Background: an optimization exercise with open tools, aiming at small area, a short achievable clock period and few clock cycles. Do not read the settings as production practice.
Only simulation tests tie the RTL to the original design; equivalence was not proved.
Power figures rest on the tool's default switching activity, not on a simulated workload.

==> inputs of run a <==
==> flow/design.v <==
`default_nettype none
package mips_pkg;
   typedef logic [31:0] word_t;
   localparam logic [5:0] OP_RTYPE = 6'h00;
   localparam logic [5:0] OP_J     = 6'h02;
   localparam logic [5:0] OP_JAL   = 6'h03;
   localparam logic [5:0] OP_BEQ   = 6'h04;
   localparam logic [5:0] OP_BNE   = 6'h05;
   localparam logic [5:0] OP_ADDIU = 6'h09;
   localparam logic [5:0] OP_ORI   = 6'h0d;
   localparam logic [5:0] OP_LUI   = 6'h0f;
   localparam logic [5:0] FN_SLL     = 6'h00;
   localparam logic [5:0] FN_JR      = 6'h08;
   localparam logic [5:0] FN_SYSCALL = 6'h0c;
   localparam logic [5:0] FN_ADDU    = 6'h21;
   localparam logic [5:0] FN_SUBU    = 6'h23;
   localparam logic [5:0] FN_AND     = 6'h24;
   localparam logic [5:0] FN_OR      = 6'h25;
   localparam logic [5:0] FN_SLT     = 6'h2a;
endpackage
`default_nettype wire
`timescale 1ns/1ps
`default_nettype none
module mips_regfile (
   input  logic        clk,
   input  logic        rst,
   input  logic [4:0]  ra_i,
   input  logic [4:0]  rb_i,
   output logic [31:0] ra_o,
   output logic [31:0] rb_o,
   input  logic        we_i,
   input  logic [4:0]  wa_i,
   input  logic [31:0] wd_i,
   output logic [31:0] r31_o        
);
   logic [31:0] regs [1:31];
   logic [31:1] valid;
   always_ff @(posedge clk) begin
      for (int i = 1; i < 32; i++)
         if (we_i && wa_i == 5'(i))
            regs[i] <= wd_i;
   end
   always_ff @(posedge clk) begin
      if (rst)
         valid <= '0;
      else if (we_i && wa_i != 5'd0)
         valid[wa_i] <= 1'b1;
   end
   assign r31_o = valid[31] ? regs[31] : '0;
   always_comb begin
      ra_o = '0;
      rb_o = '0;
      for (int i = 1; i < 32; i++) begin
         if (ra_i == 5'(i) && valid[i]) ra_o = regs[i];
         if (rb_i == 5'(i) && valid[i]) rb_o = regs[i];
      end
   end
endmodule
`default_nettype wire
`timescale 1ns/1ps
`default_nettype none
module mips_core (
   input  logic        clk,
   input  logic        rst,
   output logic        cyc_o,
   output logic        stb_o,
   output logic        we_o,
   output logic [29:0] adr_o,
   output logic [3:0]  sel_o,
   output logic [31:0] dat_o,
   input  logic        ack_i,
   input  logic [31:0] dat_i,
   output logic        halted_o
);
   function automatic logic is_br(input logic [31:0] i);
      is_br = (i[31:26] == mips_pkg::OP_BEQ || i[31:26] == mips_pkg::OP_BNE);
   endfunction
   function automatic logic is_jmp(input logic [31:0] i);
      is_jmp = (i[31:26] == mips_pkg::OP_J || i[31:26] == mips_pkg::OP_JAL);
   endfunction
   function automatic logic is_jr(input logic [31:0] i);
      is_jr = (i[31:26] == mips_pkg::OP_RTYPE && i[5:0] == mips_pkg::FN_JR);
   endfunction
   function automatic logic is_sys(input logic [31:0] i);
      is_sys = (i[31:26] == mips_pkg::OP_RTYPE && i[5:0] == mips_pkg::FN_SYSCALL);
   endfunction
   function automatic logic [29:0] pred(input logic [31:0] i, input logic [29:0] pc4);
      if (is_jmp(i))
         pred = {pc4[29:26], i[25:0]};
      else if (is_br(i))
         pred = {pc4[29:10], pc4[9:0] + i[9:0]};
      else
         pred = pc4;
   endfunction
   logic        cyc_q;       
   logic        dk_q;        
   logic        we_q;
   logic [29:0] adr_q;
   logic [3:0]  sel_q;
   logic [31:0] dat_q;
   logic [1:0]  pclo_q;      
   logic        chk_q;       
   logic        bok_q;
   logic [31:0] ir_q;        
   logic [31:0] pc4_q;       
   logic        irv_q;       
   logic        x1_q;        
   logic        boot_q;      
   logic        halt_q;
   logic        x2_q;        
   logic [31:0] opa_q;
   logic [31:0] opb_q;       
   logic        f_add, f_cin, f_and, f_or, f_slt, f_sll, f_lui, f_jal;
   logic [4:0]  f_sh;
   logic        x2_wr;       
   logic [4:0]  x2_dest;     
   logic        m_st, m_ld, m_sign;
   logic [1:0]  m_size;      
   logic [1:0]  m_lsb;       
   logic        x2m_q;       
   logic        memp_q;      
   logic        dwait_q;     
   logic [31:0] res_q;       
   logic        x3_wr;
   logic [4:0]  x3_dest;
   logic [5:0] op, fn;
   logic [4:0] rs, rt, rd;
   assign op = ir_q[31:26];
   assign fn = ir_q[5:0];
   assign rs = ir_q[25:21];
   assign rt = ir_q[20:16];
   assign rd = ir_q[15:11];
   logic d_r, d_addu, d_subu, d_and, d_or, d_slt, d_sll, d_jr, d_sys;
   logic d_addiu, d_ori, d_lui, d_ld, d_st, d_jal;
   assign d_r     = (op == mips_pkg::OP_RTYPE);
   assign d_addu  = d_r && fn == mips_pkg::FN_ADDU;
   assign d_subu  = d_r && fn == mips_pkg::FN_SUBU;
   assign d_and   = d_r && fn == mips_pkg::FN_AND;
   assign d_or    = d_r && fn == mips_pkg::FN_OR;
   assign d_slt   = d_r && fn == mips_pkg::FN_SLT;
   assign d_sll   = d_r && fn == mips_pkg::FN_SLL;
   assign d_jr    = d_r && fn == mips_pkg::FN_JR;
   assign d_sys   = d_r && fn == mips_pkg::FN_SYSCALL;
   assign d_addiu = (op == mips_pkg::OP_ADDIU);
   assign d_ori   = (op == mips_pkg::OP_ORI);
   assign d_lui   = (op == mips_pkg::OP_LUI);
   assign d_ld    = (op == 6'h20 || op == 6'h21 || op == 6'h23 || op == 6'h24 || op == 6'h25);
   assign d_st    = (op == 6'h28 || op == 6'h29 || op == 6'h2b);
   assign d_jal   = (op == mips_pkg::OP_JAL);
   logic [31:0] ra, rb, wd, r31;
   logic [4:0]  wa;
   logic        we, ldw;
   mips_regfile u_regs (
      .clk  (clk),
      .rst  (rst),
      .ra_i (rs),
      .rb_i (rt),
      .ra_o (ra),
      .rb_o (rb),
      .we_i (we),
      .wa_i (wa),
      .wd_i (wd),
      .r31_o(r31)
   );
   logic [31:0] imm_sx;
   logic [4:0]  dest;
   logic [31:0] fa, fb;         
   logic [31:0] opa_d, opb_d;
   assign imm_sx = {{16{ir_q[15]}}, ir_q[15:0]};
   assign dest   = d_r ? rd : d_jal ? 5'd31 : rt;
   assign fa = (x3_wr && x3_dest == rs) ? res_q : ra;
   assign fb = (x3_wr && x3_dest == rt) ? res_q : rb;
   always_comb begin
      opa_d = fa;
      opb_d = fb;
      if (d_addiu) opb_d = imm_sx;
      else if (d_ori) opb_d = {16'h0000, ir_q[15:0]};
      else if (d_lui) opb_d = {ir_q[15:0], 16'h0000};
      else if (d_subu | d_slt) opb_d = ~fb;
   end
   logic [31:0] sum, alu;
   logic        lt;
   logic [31:0] daddr;
   assign sum = opa_q + opb_q + {31'd0, f_cin};
   assign lt  = (opa_q[31] == opb_q[31]) ? opa_q[31] : sum[31];
   assign alu = ({32{f_add}} & sum) |
                ({32{f_lui}} & opb_q) |
                ({32{f_jal}} & pc4_q) |
                ({32{f_and}} & (opa_q & opb_q)) |
                ({32{f_or}}  & (opa_q | opb_q)) |
                ({32{f_slt}} & {31'd0, lt}) |
                ({32{f_sll}} & (opb_q << f_sh));
   assign daddr = opa_q + imm_sx;
   logic [3:0]  st_sel;
   logic [31:0] st_dat;
   always_comb begin
      case (m_size)
         2'b00: begin
            st_sel = 4'b0001 << daddr[1:0];
            st_dat = {4{opb_q[7:0]}};
         end
         2'b01: begin
            st_sel = daddr[1] ? 4'b1100 : 4'b0011;
            st_dat = {2{opb_q[15:0]}};
         end
         default: begin
            st_sel = 4'b1111;
            st_dat = opb_q;
         end
      endcase
   end
   logic [7:0]  ld_b;
   logic [15:0] ld_h;
   logic [31:0] ld_val;
   always_comb begin
      case (m_lsb)
         2'd0: ld_b = dat_i[7:0];
         2'd1: ld_b = dat_i[15:8];
         2'd2: ld_b = dat_i[23:16];
         default: ld_b = dat_i[31:24];
      endcase
      ld_h = m_lsb[1] ? dat_i[31:16] : dat_i[15:0];
      case (m_size)
         2'b00:   ld_val = {{24{m_sign & ld_b[7]}}, ld_b};
         2'b01:   ld_val = {{16{m_sign & ld_h[15]}}, ld_h};
         default: ld_val = dat_i;
      endcase
   end
   assign ldw = cyc_q & dk_q & ~we_q;
   assign we  = x3_wr | ldw;
   assign wa  = x3_dest;
   assign wd  = ldw ? ld_val : res_q;
   logic fack, dack, bus_free, squash;
   logic memp_d, x1_d, irv_d;
   logic dreq, open_data, f_new, f_old, open_fetch;
   logic [29:0] fadr;
   logic [29:0] adr1;
   assign adr1 = adr_q + 30'd1;
   logic [1:0]  fpclo;
   logic        fchk;
   assign fack     = cyc_q & ~dk_q & ack_i;
   assign dack     = cyc_q &  dk_q & ack_i;
   assign bus_free = ~cyc_q | ack_i;           
   logic [29:0] btgt;
   logic        c10, bok, taken;
   assign btgt  = pc4_q[31:2] + imm_sx[29:0];
   assign c10   = ({1'b0, pc4_q[11:2]} + {1'b0, ir_q[9:0]}) >> 10;
   assign bok   = (ir_q[15:10] == 6'h00 && !c10) || (ir_q[15:10] == 6'h3f && c10);
   assign taken = (opa_q == opb_q) != op[0];
   assign squash = fack & chk_q & (d_jr ? (opa_q != {adr_q, pclo_q}) : (~taken | ~bok_q));
   assign memp_d = (memp_q & ~dack) | (x1_q & (d_ld | d_st));
   assign irv_d  = (fack & ~squash) | (irv_q & ~x1_q);
   assign x1_d   = irv_d & ~memp_d & ~halt_q;
   assign dreq      = x2m_q | dwait_q;
   assign open_data = dreq & bus_free;
   assign f_new = fack & ~squash & x1_d & ~is_sys(dat_i);
   assign f_old = ~fack & irv_q & ~x1_q & x1_d & ~d_sys;
   assign open_fetch = ~halt_q & (f_new | f_old | squash | boot_q);
   always_comb begin
      fadr  = 30'd0;
      fpclo = pclo_q;
      fchk  = 1'b0;
      if (squash) begin
         if (d_jr) begin
            fadr  = opa_q[31:2];
            fpclo = opa_q[1:0];
         end else begin
            fadr  = taken ? btgt : pc4_q[31:2];
         end
      end else if (f_new) begin
         fadr = pred(dat_i, adr1);
         fchk = is_br(dat_i) | is_jr(dat_i);
         if (is_jmp(dat_i)) fpclo = 2'b00;
         if (is_jr(dat_i)) begin             
            fadr  = r31[31:2];
            fpclo = r31[1:0];
         end
      end else if (f_old) begin
         fadr = pred(ir_q, pc4_q[31:2]);
         fchk = is_br(ir_q) | d_jr;
         if (is_jmp(ir_q)) fpclo = 2'b00;
         if (d_jr) begin
            fadr  = r31[31:2];
            fpclo = r31[1:0];
         end
      end
   end
   always_ff @(posedge clk) begin
      if (rst) begin
         cyc_q   <= 1'b0;
         dk_q    <= 1'b0;
         we_q    <= 1'b0;
         chk_q   <= 1'b0;
         adr_q   <= '0;
         pclo_q  <= 2'b00;
         irv_q   <= 1'b0;
         x1_q    <= 1'b0;
         x2_q    <= 1'b0;
         x2m_q   <= 1'b0;
         x3_wr   <= 1'b0;
         memp_q  <= 1'b0;
         dwait_q <= 1'b0;
         halt_q  <= 1'b0;
         boot_q  <= 1'b1;
      end else begin
         boot_q  <= 1'b0;
         cyc_q   <= (cyc_q & ~ack_i) | open_fetch | open_data;
         if (open_data) begin
            dk_q  <= 1'b1;
            we_q  <= m_st;
            chk_q <= 1'b0;
            adr_q <= daddr[31:2];
         end else if (open_fetch) begin
            dk_q   <= 1'b0;
            we_q   <= 1'b0;
            chk_q  <= fchk;
            adr_q  <= fadr;
            pclo_q <= fpclo;
         end
         irv_q   <= irv_d;
         x1_q    <= x1_d;
         x2_q    <= x1_q;
         x2m_q   <= x1_q & (d_ld | d_st);
         x3_wr   <= x2_q & x2_wr;
         memp_q  <= memp_d;
         dwait_q <= dreq & ~bus_free;
         if (x1_q & d_sys)
            halt_q <= 1'b1;
      end
   end
   always_ff @(posedge clk) begin
      if (fack) begin
         ir_q  <= dat_i;
         pc4_q <= {adr1, pclo_q};
      end
      opa_q <= opa_d;
      opb_q <= opb_d;
      f_add <= d_addu | d_addiu | d_subu;
      f_cin <= d_subu | d_slt;
      f_and <= d_and;
      f_or  <= d_or | d_ori;
      f_lui <= d_lui;
      f_jal <= d_jal;
      f_slt <= d_slt;
      f_sll <= d_sll;
      f_sh  <= ir_q[10:6];
      bok_q <= bok;
      if (x1_q) begin
         x2_wr   <= (d_addu | d_subu | d_and | d_or | d_slt | d_sll |
                     d_addiu | d_ori | d_lui | d_jal) && dest != 5'd0;
         x2_dest <= dest;
         m_st    <= d_st;
         m_ld    <= d_ld;
         m_size  <= op[1:0];
         m_sign  <= ~op[2];
      end
      res_q   <= alu;
      x3_dest <= x2_dest;
      if (open_data) begin
         m_lsb <= daddr[1:0];
         sel_q <= st_sel;
         dat_q <= st_dat;
      end
   end
   assign cyc_o    = cyc_q;
   assign stb_o    = cyc_q;
   assign we_o     = we_q;
   assign adr_o    = adr_q;
   assign sel_o    = sel_q;
   assign dat_o    = dat_q;
   assign halted_o = halt_q;
endmodule
`default_nettype wire
`timescale 1ns/1ps
`default_nettype none
module mips_top (
   input  wire        clk,
   input  wire        rst,
   output wire        wb_cyc_o,
   output wire        wb_stb_o,
   output wire        wb_we_o,
   output wire [29:0] wb_adr_o,
   output wire [3:0]  wb_sel_o,
   output wire [31:0] wb_dat_o,
   input  wire        wb_ack_i,
   input  wire [31:0] wb_dat_i,
   output wire        halted_o
);
   mips_core u_core (
      .clk      (clk),
      .rst      (rst),
      .cyc_o    (wb_cyc_o),
      .stb_o    (wb_stb_o),
      .we_o     (wb_we_o),
      .adr_o    (wb_adr_o),
      .sel_o    (wb_sel_o),
      .dat_o    (wb_dat_o),
      .ack_i    (wb_ack_i),
      .dat_i    (wb_dat_i),
      .halted_o (halted_o)
   );
endmodule
`default_nettype wire
==> flow/flow/run.sh <==
#!/bin/bash
# Standard layout (standard synthesis unchanged), with repair_timing aiming for
# a setup slack margin so the achieved period shrinks. Full make output goes to
# flow_make.log; each ORFS step also keeps its own log under orfs/logs.
set -euo pipefail
MARGIN=$(cat flow/margin.txt)
bash standard.sh SETUP_SLACK_MARGIN=$MARGIN finish > flow_make.log 2>&1
==> flow/flow/margin.txt <==
8.2
==> flow/standard.sh <==
#!/bin/bash
# synth_recipe.tcl (not shown) runs the flow's synth.tcl, then flattens the netlist and writes it again
# the make line also repeats each setting of config.mk as NAME=value (left out here)
make -C /OpenROAD-flow-scripts/flow DESIGN_CONFIG=/design/flow/config.mk WORK_HOME=/design/flow/orfs CLKGATE_MAP_FILE= SYNTH_SCRIPT=/design/flow/synth_recipe.tcl "${@:-finish}"
==> flow/config.mk <==
export PLATFORM = sky130hd
export DESIGN_NAME = mips_top
export DESIGN_NICKNAME = mips_top
export VERILOG_FILES = /design/flow/design.v
export SDC_FILE = /design/flow/constraint.sdc
export NUM_CORES = 4
export LEC_CHECK = 0
export CAP_MARGIN = 20
export CORE_MARGIN = 2
export CORE_UTILIZATION = 30
export PLACE_DENSITY = 0.4
export SLEW_MARGIN = 20
==> flow/constraint.sdc <==
create_clock -name core_clock -period 12.0 [get_ports {clk}]
set_input_delay 2.4000 -clock core_clock [delete_from_list [all_inputs] [get_ports {clk}]]
set_output_delay 2.4000 -clock core_clock [all_outputs]
set_load 0.01 [all_outputs]
==> run b: changes against run a <==
--- a/flow/design.v
+++ b/flow/design.v
@@ -174,5 +174,5 @@
       opa_d = fa;
       opb_d = fb;
-      if (d_addiu) opb_d = imm_sx;
+      if (d_addiu | d_ld | d_st) opb_d = imm_sx;
       else if (d_ori) opb_d = {16'h0000, ir_q[15:0]};
       else if (d_lui) opb_d = {ir_q[15:0], 16'h0000};
@@ -191,5 +191,5 @@
                 ({32{f_slt}} & {31'd0, lt}) |
                 ({32{f_sll}} & (opb_q << f_sh));
-   assign daddr = opa_q + imm_sx;
+   assign daddr = sum;
    logic [3:0]  st_sel;
    logic [31:0] st_dat;
@@ -198,13 +198,13 @@
          2'b00: begin
             st_sel = 4'b0001 << daddr[1:0];
-            st_dat = {4{opb_q[7:0]}};
+            st_dat = {4{rb[7:0]}};
          end
          2'b01: begin
             st_sel = daddr[1] ? 4'b1100 : 4'b0011;
-            st_dat = {2{opb_q[15:0]}};
+            st_dat = {2{rb[15:0]}};
          end
          default: begin
             st_sel = 4'b1111;
-            st_dat = opb_q;
+            st_dat = rb;
          end
       endcase
==> flow/flow/margin.txt (replaced) <==
8.0
- CTS_BUF_LIST: unset -> sky130_fd_sc_hd__clkbuf_16
- CTS_CLUSTER_DIAMETER: unset -> 100
- CTS_CLUSTER_SIZE: unset -> 20
==> qor summary <==
metric	run b	run a
Post-layout instance area	0.07742 mm²	0.08081 mm²
Termination of the worst setup path	u_core.opa_q[7]	u_core.opb_q[18]
Routed wire length per instance	46.50 µm	44.62 µm
Area of combinational cells with multiple inputs	0.02842 mm²	0.02916 mm²
Core utilization of the finished layout	36.07%	37.17%
Reg2Reg Depth	11	10
Clock slew at reported path FFs	100 ps	60 ps
Post-place setup slack	4977 ps	5202 ps
Net count after synthesis	5,984	6,154
Internal reg-to-reg setup slack	7790 ps	7900 ps
Internal power	0.006377 W	0.007920 W
Run status	timing/DRC/antenna clean	timing/DRC/antenna clean
Synth Area in Adders	2.343%	2.932%
Core Footprint	0.2146 mm²	0.2174 mm²
Maximum resistive drop on vdd	0.1004 mV	0.1342 mV
Maximum net fanout on the critical path	29	15
Testbench counts of run a, summed over its fixed seeds: cycles 65,900.
Testbench counts of run b, summed over its fixed seeds: cycles 65,900.

static timing again, ports no longer ideal:
Ports are ideal in the flow. The routed layouts listed here were re-timed in OpenROAD. Step 1 assumes that a clkbuf_16 drives the clock port and a buf_2 every other input. Step 2 times the ports against the registers' clock, not the clock port: input delays grow and output delays shrink by t, the midpoint of the rising clock arrivals with the driver on. a / b / c = no drivers / after step 1 / after step 2; a / b = the first two.
run | t (ns) | slack for setup (ns) | worst setup path at the end
run a | 0.935 | 7.898 / 7.898 / 7.148 | input to register
run b | 0.854 | 7.785 / 7.785 / 7.082 | input to register
After both steps every run listed still meets setup and hold. The setup slack of run a, which loses most, moves by 0.000 ns with the drivers and by -0.750 ns with both steps.
